This design comes from an exercise in tuning for small area, a short achievable clock period and few clock cycles per item on the open sky130 flow, not from production work. Only simulation tests tie the RTL to the original design; equivalence was not proved. Power is estimated from default activity; no workload was simulated.

## multichannel_window_min_max_sum
module multichannel_window_min_max_sum (
  input  logic                                  clk,
  input  logic                                  rst,
  input  logic                                  in_valid,
  output logic                                  in_stall,
  input  logic [wmms_pkg::SAMPLE_BITS-1:0]      current_sample,
  input  logic [wmms_pkg::SAMPLE_BITS-1:0]      voltage_sample,
  input  logic [wmms_pkg::SAMPLE_BITS-1:0]      reference_sample,
  input  logic [wmms_pkg::SAMPLE_BITS-1:0]      temperature_sample,
  output logic                                  out_valid,
  input  logic                                  out_stall,
  output logic [wmms_pkg::CH_W-1:0]             channel,
  output logic [wmms_pkg::SUM_W-1:0]            window_sum,
  output logic [wmms_pkg::SAMPLE_BITS-1:0]      window_max,
  output logic [wmms_pkg::SAMPLE_BITS-1:0]      window_min,
  output logic [wmms_pkg::CNT_W-1:0]            scan_total,
  output logic                                  last,
  input  logic                                  cfg_valid,
  output logic                                  cfg_ready,
  input  logic [wmms_pkg::CFG_IDX_W-1:0]        cfg_index,
  input  logic [wmms_pkg::CFG_DATA_W-1:0]       cfg_data
);
For scale: roughly 3200 cells after synthesis, about 0.036 sq mm of cells after synthesis.
export LEC_CHECK = 0
export CAP_MARGIN = 20
export CORE_MARGIN = 2
export CORE_UTILIZATION = 40
export CTS_BUF_LIST = sky130_fd_sc_hd__clkbuf_8
export PLACE_DENSITY = 0.75
export SETUP_SLACK_MARGIN = 5.0
export SLEW_MARGIN = 20
create_clock -name core_clock -period 8.0 [get_ports {clk}]
standard.sh (not shown) runs the stock make flow with config.mk's settings and CLKGATE_MAP_FILE= SYNTH_SCRIPT=/design/flow/synth_recipe.tcl, a recipe that flattens the netlist after the stock synthesis.
==> flow/flow/run.sh <==
#!/bin/bash
set -euo pipefail
export BUFFER_PORTS_ARGS="-buffer_cell sky130_fd_sc_hd__buf_2"
export CTS_ARGS="-sink_clustering_enable -repair_clock_nets -buf_list sky130_fd_sc_hd__clkbuf_8 -dont_use_dummy_load"
bash standard.sh > standard.log 2>&1
The baseline went through all stages and came out clean.
Testbench counts at the start, summed over its fixed seeds: cycles 50,655, scans 49,741.
==> next run, changes <==
--- a/flow/config.mk
+++ b/flow/config.mk
@@ -12 +12 @@
-export PLACE_DENSITY = 0.75
+export GPL_TIMING_DRIVEN = 0
The new run produced a clean layout; non-clock buffer count rose by 101; final cell count rose by 2.1%; hold slack improved by 0.045 ns.

* * *

## run A
The RTL this note starts from:
==> flow/design.v <==
package wmms_pkg;
  localparam int SAMPLE_BITS = 12;
  localparam int NUM_CH      = 5;
  localparam int CH_W        = 3;
  localparam int SUM_W       = 28;
  localparam int CNT_W       = 16;
  localparam int CFG_IDX_W   = 2;
  localparam int CFG_DATA_W  = 16;
endpackage
module multichannel_window_min_max_sum (
  input  logic                                  clk,
  input  logic                                  rst,
  input  logic                                  in_valid,
  output logic                                  in_stall,
  input  logic [wmms_pkg::SAMPLE_BITS-1:0]      current_sample,
  input  logic [wmms_pkg::SAMPLE_BITS-1:0]      voltage_sample,
  input  logic [wmms_pkg::SAMPLE_BITS-1:0]      reference_sample,
  input  logic [wmms_pkg::SAMPLE_BITS-1:0]      temperature_sample,
  output logic                                  out_valid,
  input  logic                                  out_stall,
  output logic [wmms_pkg::CH_W-1:0]             channel,
  output logic [wmms_pkg::SUM_W-1:0]            window_sum,
  output logic [wmms_pkg::SAMPLE_BITS-1:0]      window_max,
  output logic [wmms_pkg::SAMPLE_BITS-1:0]      window_min,
  output logic [wmms_pkg::CNT_W-1:0]            scan_total,
  output logic                                  last,
  input  logic                                  cfg_valid,
  output logic                                  cfg_ready,
  input  logic [wmms_pkg::CFG_IDX_W-1:0]        cfg_index,
  input  logic [wmms_pkg::CFG_DATA_W-1:0]       cfg_data
);
  logic [15:0] win_len;       
  logic        win_zero;      
  logic [11:0] offset;
  logic [11:0] neg_off;       
  logic        off_zero;
  assign cfg_ready  = 1'b1;
  assign scan_total = {win_len[15:1], win_len[0] | win_zero};
  always_ff @(posedge clk) begin
    if (rst) begin
      win_len  <= 16'd1008;
      win_zero <= 1'b0;
      offset  <= 12'd0;
      neg_off  <= 12'd0;
      off_zero <= 1'b1;
    end else if (cfg_valid) begin
      if (cfg_index == 2'd0) begin
        win_len  <= cfg_data;
        win_zero <= (cfg_data == 16'd0);
      end
      if (cfg_index == 2'd1) begin
        offset   <= cfg_data[11:0];
        neg_off  <= 12'd0 - cfg_data[11:0];
        off_zero <= (cfg_data[11:0] == 12'd0);
      end
    end
  end
  logic        adv;
  logic [11:0] in_corr [4];    
  logic [3:0]  in_ok;           
  logic [11:0] raw     [4];
  logic [15:0] rem;           
  logic        in_first;      
  logic        in_close;
  logic        accept;
  logic        sk_v, sk_close, sk_first;
  logic [11:0] sk_d [4];
  logic [3:0]  sk_ok;
  logic        src_v, src_close, src_first, enter;
  logic [11:0] src_d [4];
  logic [3:0]  src_ok;
  logic [2:0]  gap;           
  logic        gap_ok;
  assign adv = !(out_valid && out_stall);
  assign raw[0] = current_sample;
  assign raw[1] = voltage_sample;
  assign raw[2] = reference_sample;
  assign raw[3] = temperature_sample;
  always_comb begin
    for (int k = 0; k < 4; k++) begin
      logic [12:0] d;
      d = {1'b0, raw[k]} + {1'b0, neg_off};
      in_corr[k] = d[11:0];
      in_ok[k]   = d[12] || off_zero;
    end
  end
  assign in_stall = sk_v;
  assign accept   = in_valid && !sk_v;
  assign in_close = (rem[15:1] == 15'd0);
  assign src_v     = sk_v || accept;
  assign src_close = sk_v ? sk_close : in_close;
  assign src_first = sk_v ? sk_first : in_first;
  always_comb begin
    for (int k = 0; k < 4; k++) src_d[k] = sk_v ? sk_d[k] : in_corr[k];
    src_ok = sk_v ? sk_ok : in_ok;
  end
  assign gap_ok = gap[2];
  assign enter = adv && src_v && (!src_close || gap_ok);
  always_ff @(posedge clk) begin
    if (rst) begin
      rem      <= 16'd1008;
      in_first <= 1'b1;
      sk_v     <= 1'b0;
      gap      <= 3'd4;
    end else begin
      if (cfg_valid && cfg_index == 2'd0) begin
        rem <= cfg_data;
      end else if (accept) begin
        rem <= in_close ? win_len : rem - 16'd1;
      end
      if (accept) in_first <= in_close;
      if (sk_v) begin
        if (enter) sk_v <= 1'b0;
      end else if (accept && !enter) begin
        sk_v <= 1'b1;
      end
      if (adv) begin
        if (enter && src_close) gap <= 3'd0;
        else if (!gap_ok)       gap <= gap + 3'd1;
      end
    end
  end
  always_ff @(posedge clk) begin
    if (!sk_v) begin
      sk_close <= in_close;
      sk_first <= in_first;
      sk_ok    <= in_ok;
      for (int k = 0; k < 4; k++) sk_d[k] <= in_corr[k];
    end
  end
  logic [5:0]  p_v;
  logic [5:0]  p_cl;
  logic [4:0]  p_fi;
  logic [11:0] p0_r [4];      
  logic [3:0]  p0_ok;
  logic [11:0] p0_d [4];      
  logic [11:0] p1_d [3];      
  logic [11:0] p2_d [2];      
  logic [11:0] p3_d;          
  logic [11:0] p1_ms, p1_mc;
  logic        p1_mk, p1_s, p2_s;
  logic [17:0] p2_ms, p2_mc;
  logic [11:0] p1_c0;
  logic [11:0] p3_pw, p4_pw;
  function automatic logic [35:0] csa(logic [17:0] a, logic [17:0] b, logic [17:0] c);
    csa = {a ^ b ^ c, ((a & b) | (a & c) | (b & c)) << 1};
  endfunction
  function automatic logic [107:0] pprows(logic [11:0] x, logic [5:0] g);
    for (int i = 0; i < 6; i++) pprows[18*i +: 18] = {6'd0, x & {12{g[i]}}} << i;
  endfunction
  function automatic logic [25:0] mstep1(logic [11:0] x, logic [5:0] g);
    logic [107:0] r;
    logic [35:0]  ta, tb, tc, td;
    logic [5:0]   gl, pl;
    logic         k, zero;
    logic [6:0]   tx, tg;
    r  = pprows(x, g);
    ta = csa(r[17:0], r[35:18], r[53:36]);
    tb = csa(r[71:54], r[89:72], r[107:90]);
    tc = csa(ta[35:18], ta[17:0], tb[35:18]);
    td = csa(tc[35:18], tc[17:0], tb[17:0]);
    gl = td[23:18] & td[5:0];
    pl = td[23:18] | td[5:0];
    k  = gl[5] | (pl[5] & gl[4]) | (&pl[5:4] & gl[3]) | (&pl[5:3] & gl[2])
       | (&pl[5:2] & gl[1]);
    tx[0] = 1'b1;
    tg[0] = 1'b1;
    for (int i = 1; i <= 6; i++) begin
      tx[i] = tx[i-1] & !x[i-1];
      tg[i] = tg[i-1] & !g[i-1];
    end
    zero = 1'b0;
    for (int i = 0; i <= 6; i++) zero = zero | (tx[i] & tg[6-i]);
    mstep1 = {td[35:24], td[17:6], k, !zero};
  endfunction
  function automatic logic [35:0] mstep2(logic [11:0] ms, logic [11:0] mc, logic mk,
                                         logic [11:0] x, logic [5:0] g);
    logic [107:0] r;
    logic [35:0]  ta, tb, tc, td, te, tf;
    r  = pprows(x, g);
    ta = csa({6'd0, ms}, {6'd0, mc}, r[17:0]);
    tb = csa(r[35:18], r[53:36], r[71:54]);
    ta[0] = mk;               
    tc = csa(ta[35:18], ta[17:0], tb[35:18]);
    td = csa(tb[17:0], r[89:72], r[107:90]);
    te = csa(tc[35:18], tc[17:0], td[35:18]);
    tf = csa(te[35:18], te[17:0], td[17:0]);
    mstep2 = tf;
  endfunction
  always_comb begin
    for (int k = 0; k < 4; k++) p0_d[k] = p0_r[k] & {12{p0_ok[k]}};
  end
  logic [25:0] ma;
  logic [35:0] mb;
  logic [17:0] mr;
  assign ma = mstep1(p0_d[0], p0_d[1][5:0]);
  assign mb = mstep2(p1_ms, p1_mc, p1_mk, p1_c0, p1_d[0][11:6]);
  assign mr = p2_ms + p2_mc + {14'd0, p2_s, !p2_s, !p2_s, !p2_s};
  always_ff @(posedge clk) begin
    if (rst) begin
      p_v <= '0;
    end else if (adv) begin
      p_v <= {p_v[4:0], enter};
    end
  end
  always_ff @(posedge clk) begin
    if (adv) begin
      p_cl  <= {p_cl[4:0], src_close};
      p_fi  <= {p_fi[3:0], src_first};
      for (int k = 0; k < 4; k++) p0_r[k] <= src_d[k];
      p0_ok <= src_ok;
      for (int k = 0; k < 3; k++) p1_d[k] <= p0_d[k+1];
      for (int k = 0; k < 2; k++) p2_d[k] <= p1_d[k+1];
      p3_d  <= p2_d[1];
      {p1_ms, p1_mc, p1_mk, p1_s} <= ma;
      p1_c0 <= p0_d[0];
      {p2_ms, p2_mc} <= mb;
      p2_s  <= p1_s;
      p3_pw <= mr[17:6];
      p4_pw <= p3_pw;
    end
  end
  logic [11:0] acc_in [5];
  logic [11:0] a_lo [5];
  logic        a_cy [5];
  logic [15:0] a_hi [5];
  logic [11:0] a_max [5];
  logic [11:0] a_min [5];
  assign acc_in[0] = p0_d[0];
  assign acc_in[1] = p1_d[0];
  assign acc_in[2] = p2_d[0];
  assign acc_in[3] = p3_d;
  assign acc_in[4] = p4_pw;
  always_ff @(posedge clk) begin
    for (int c = 0; c < 5; c++) begin
      if (adv && p_v[c]) begin
        if (p_fi[c]) begin
          a_lo[c]  <= acc_in[c];
          a_cy[c]  <= 1'b0;
          a_hi[c]  <= 16'd0;
          a_max[c] <= acc_in[c];
          a_min[c] <= acc_in[c];
        end else begin
          {a_cy[c], a_lo[c]} <= {1'b0, a_lo[c]} + {1'b0, acc_in[c]};
          a_hi[c]  <= a_hi[c] + {15'd0, a_cy[c]};
          if (acc_in[c] > a_max[c]) a_max[c] <= acc_in[c];
          if (acc_in[c] < a_min[c]) a_min[c] <= acc_in[c];
        end
      end
    end
  end
  logic [4:0] sel;
  always_comb begin
    for (int c = 0; c < 5; c++) sel[c] = p_v[c+1] && p_cl[c+1];
  end
  logic [11:0] o_lo, o_max, o_min;
  logic [15:0] o_hi;
  logic        o_cy;
  always_comb begin
    o_lo  = '0;
    o_cy  = 1'b0;
    o_hi  = '0;
    o_max = '0;
    o_min = '0;
    for (int c = 0; c < 5; c++) begin
      if (sel[c]) begin
        o_lo  = a_lo[c];
        o_cy  = a_cy[c];
        o_hi  = a_hi[c];
        o_max = a_max[c];
        o_min = a_min[c];
      end
    end
  end
  always_ff @(posedge clk) begin
    if (rst) begin
      out_valid <= 1'b0;
    end else if (adv) begin
      out_valid <= |sel;
    end
  end
  always_ff @(posedge clk) begin
    if (adv) begin
      channel    <= {sel[4], sel[2] | sel[3], sel[1] | sel[3]};
      last       <= sel[4];
      window_sum <= {o_hi + {15'd0, o_cy}, o_lo};
      window_max <= o_max;
      window_min <= o_min;
    end
  end
endmodule
make LEC_CHECK=0 CAP_MARGIN=20 CORE_MARGIN=2 CORE_UTILIZATION=40 CTS_BUF_LIST=sky130_fd_sc_hd__clkbuf_8 CTS_CLUSTER_SIZE=24 SETUP_SLACK_MARGIN=5.0 SLEW_MARGIN=20 finish   # period 8.0 ns
run.sh (not shown) runs the stock make flow with config.mk's settings and CLKGATE_MAP_FILE= SYNTH_SCRIPT=/design/flow/synth_recipe.tcl, a recipe that flattens the netlist after the stock synthesis.
Stock flow here: none of the scripts above is used.
Testbench counts of run A, summed over its fixed seeds: cycles 49,965, scans 49,741.
> inputs changed (run A -> run B)
Settings: a deleted CTS_CLUSTER_SIZE that had been 24.
==> flow/flow/run.sh (new file) <==
#!/bin/bash
set -euo pipefail
export BUFFER_PORTS_ARGS="-buffer_cell sky130_fd_sc_hd__buf_2"
export CTS_ARGS="-sink_clustering_enable -repair_clock_nets -buf_list sky130_fd_sc_hd__clkbuf_8 -dont_use_dummy_load -sink_clustering_size 24"
bash standard.sh > standard.log 2>&1
==> flow/standard.sh (new file) <==
#!/bin/bash
# synth_recipe.tcl (not shown) runs the flow's synth.tcl, then flattens the netlist and writes it again
# the make line also repeats each setting of config.mk as NAME=value (left out here)
make -C /OpenROAD-flow-scripts/flow DESIGN_CONFIG=/design/flow/config.mk WORK_HOME=/design/flow/orfs CLKGATE_MAP_FILE= SYNTH_SCRIPT=/design/flow/synth_recipe.tcl "${@:-finish}"
removed: flow/run.sh
==> results.txt <==
Looking at worst setup path startpoint, the p0_ok[0] result is from run A; the win_zero one comes from run B.
Diff run A -> run B: critical path depth dropped 7; power dropped about 5%; critical path arrival dropped 2.12 ns; maximum ir drop on the vdd rail climbed 0.0000049 V; clock network fraction of design power dropped 3.4 points.
Leakage power summed over all cells sits lower in run B than in run A.
In run B relative to run A, maximum clock rate had gone up slightly.
Summary of run B over run A: number of iterations in the first detailed-routing pass dropped 2; met1 wire length dropped about 1.6%; internal power of the cells dropped 330 µW.
What run C does differently from run B at the input level:
==> flow/run.sh (new file) <==
#!/bin/bash
# synth_recipe.tcl (not shown) runs the flow's synth.tcl, then flattens the netlist and writes it again
# the make line also repeats each setting of config.mk as NAME=value (left out here)
make -C /OpenROAD-flow-scripts/flow DESIGN_CONFIG=/design/flow/config.mk WORK_HOME=/design/flow/orfs CLKGATE_MAP_FILE= SYNTH_SCRIPT=/design/flow/synth_recipe.tcl finish
removed: flow/flow/run.sh
removed: flow/standard.sh
==> results.txt <==
When run C is set beside run B, its share of the cycle needed by the critical path after routing turns out to be 0.16 points larger.
Delta (run C minus run B): fmax decreased 0.42%; first-iteration DRC count has increased; sequential cell count saw little to no change; number of setup buffers added after CTS increased by 37 relative to the old numbers.
Summary: with run B as the reference, final routed wirelength across all metal layers in run C moved up by a few percent.
Cmp run C vs run B: worst-case vdd ir drop higher in run C
STATUS worst setup slack: run C loses against run B
> inputs changed (run C -> run D)
Settings: setting TNS_END_PERCENT to 30 for the first time.
Findings:
The endpoint arrival time on the critical path number comes out higher for run D vs run C. Per the comparison of run D with run C, routed wire length on met3 -about 8%; placed instance area went down by 0.39%; non-clock buffer count shows a reduction of 20%; hold slack went down; net count reported at finish went down by about 1.4%.
Here is what was changed in the inputs of run E compared with run D.
Settings: clearing TNS_END_PERCENT, which used to be 30.
==> flow/flow/run.sh (new file) <==
#!/bin/bash
set -euo pipefail
export BUFFER_PORTS_ARGS="-buffer_cell sky130_fd_sc_hd__buf_2"
export CTS_ARGS="-sink_clustering_enable -repair_clock_nets -buf_list sky130_fd_sc_hd__clkbuf_8 -dont_use_dummy_load"
bash standard.sh > standard.log 2>&1
==> flow/standard.sh (new file) <==
#!/bin/bash
# synth_recipe.tcl (not shown) runs the flow's synth.tcl, then flattens the netlist and writes it again
# the make line also repeats each setting of config.mk as NAME=value (left out here)
make -C /OpenROAD-flow-scripts/flow DESIGN_CONFIG=/design/flow/config.mk WORK_HOME=/design/flow/orfs CLKGATE_MAP_FILE= SYNTH_SCRIPT=/design/flow/synth_recipe.tcl "${@:-finish}"
removed: flow/run.sh
Results
- A capturing instance or port of the critical path of a_max[1][5] is what run D shows, while scan_total[0] belongs to run E.
- Of run E and run D, run E shows the higher sequential share of power, with run D below it.
- Relative to run D, the area occupied by multi-input gates measured on run E has increased slightly.
- Cell count: run E lower than run D
- Sort run E and run D by routed wire length asc -> top: run E
- Comparing run E and run D, the higher multi-input gate share of the layout cell area was measured on run E.
- Re met3 usage in global routing: run D was lower than run E.
- The cell count after placement of run E and that of run D are within noise of each other.
#### Input delta (run F over run E)
Settings: a change of CORE_UTILIZATION from 40 to 65.
==> flow/run.sh (new file) <==
#!/bin/bash
# synth_recipe.tcl (not shown) runs the flow's synth.tcl, then flattens the netlist and writes it again
# the make line also repeats each setting of config.mk as NAME=value (left out here)
make -C /OpenROAD-flow-scripts/flow DESIGN_CONFIG=/design/flow/config.mk WORK_HOME=/design/flow/orfs CLKGATE_MAP_FILE= SYNTH_SCRIPT=/design/flow/synth_recipe.tcl finish
removed: flow/flow/run.sh
removed: flow/standard.sh
- Routed length per placed instance, run F and run E: higher on run F
- Horizontal die dimension, run F and run E: smaller value in run F
- Summary — power, run F relative to run E: higher, by about 6%.
- Run F vs. run E: routing usage on met2 went up by 23 points; number of buffers added on ports has remained practically unchanged; total of clock buffers placed in the layout up 7; core utilization now sits higher.

## static timing again, ports no longer ideal
Ports are ideal in the flow. The routed layouts listed here were re-timed in OpenROAD.
Step 1: set_driving_cell puts a clkbuf_16 on clk and a buf_2 on each other input, an assumption about the parent block.
Step 2, shift: input delay + t, output delay - t, t = (earliest + latest rising clock arrival at the registers) / 2. This alone moves slack from input paths to output paths.
a / b / c = ideal / step 1 / step 2; a / b = the first two.
| run | t, ns | setup WS [ns] | pins driven straight from the clock port |
|---|---|---|---|
| the first run of note 1 | 0.732 | 4.842 / 4.842 / 4.183 | 1 |
| the second run of note 1 | 0.742 | 4.883 / 4.883 / 4.279 | 1 |
| run A | 0.799 | 4.932 / 4.916 / 4.285 | 1 |
| run B | 0.773 | 4.981 / 4.917 / 4.332 | 1 |
| run C | 0.809 | 4.968 / 4.907 / 4.272 | 1 |
| run D | 0.810 | 4.847 / 4.887 / 4.077 | 1 |
| run E | 0.773 | 4.981 / 4.917 / 4.332 | 1 |
| run F | 0.772 | 4.940 / 4.940 / 4.266 | 1 |
After both steps every run listed still meets setup and hold. For run D, which loses most, drivers alone change the setup slack by +0.040 ns; drivers and shift together by -0.770 ns.
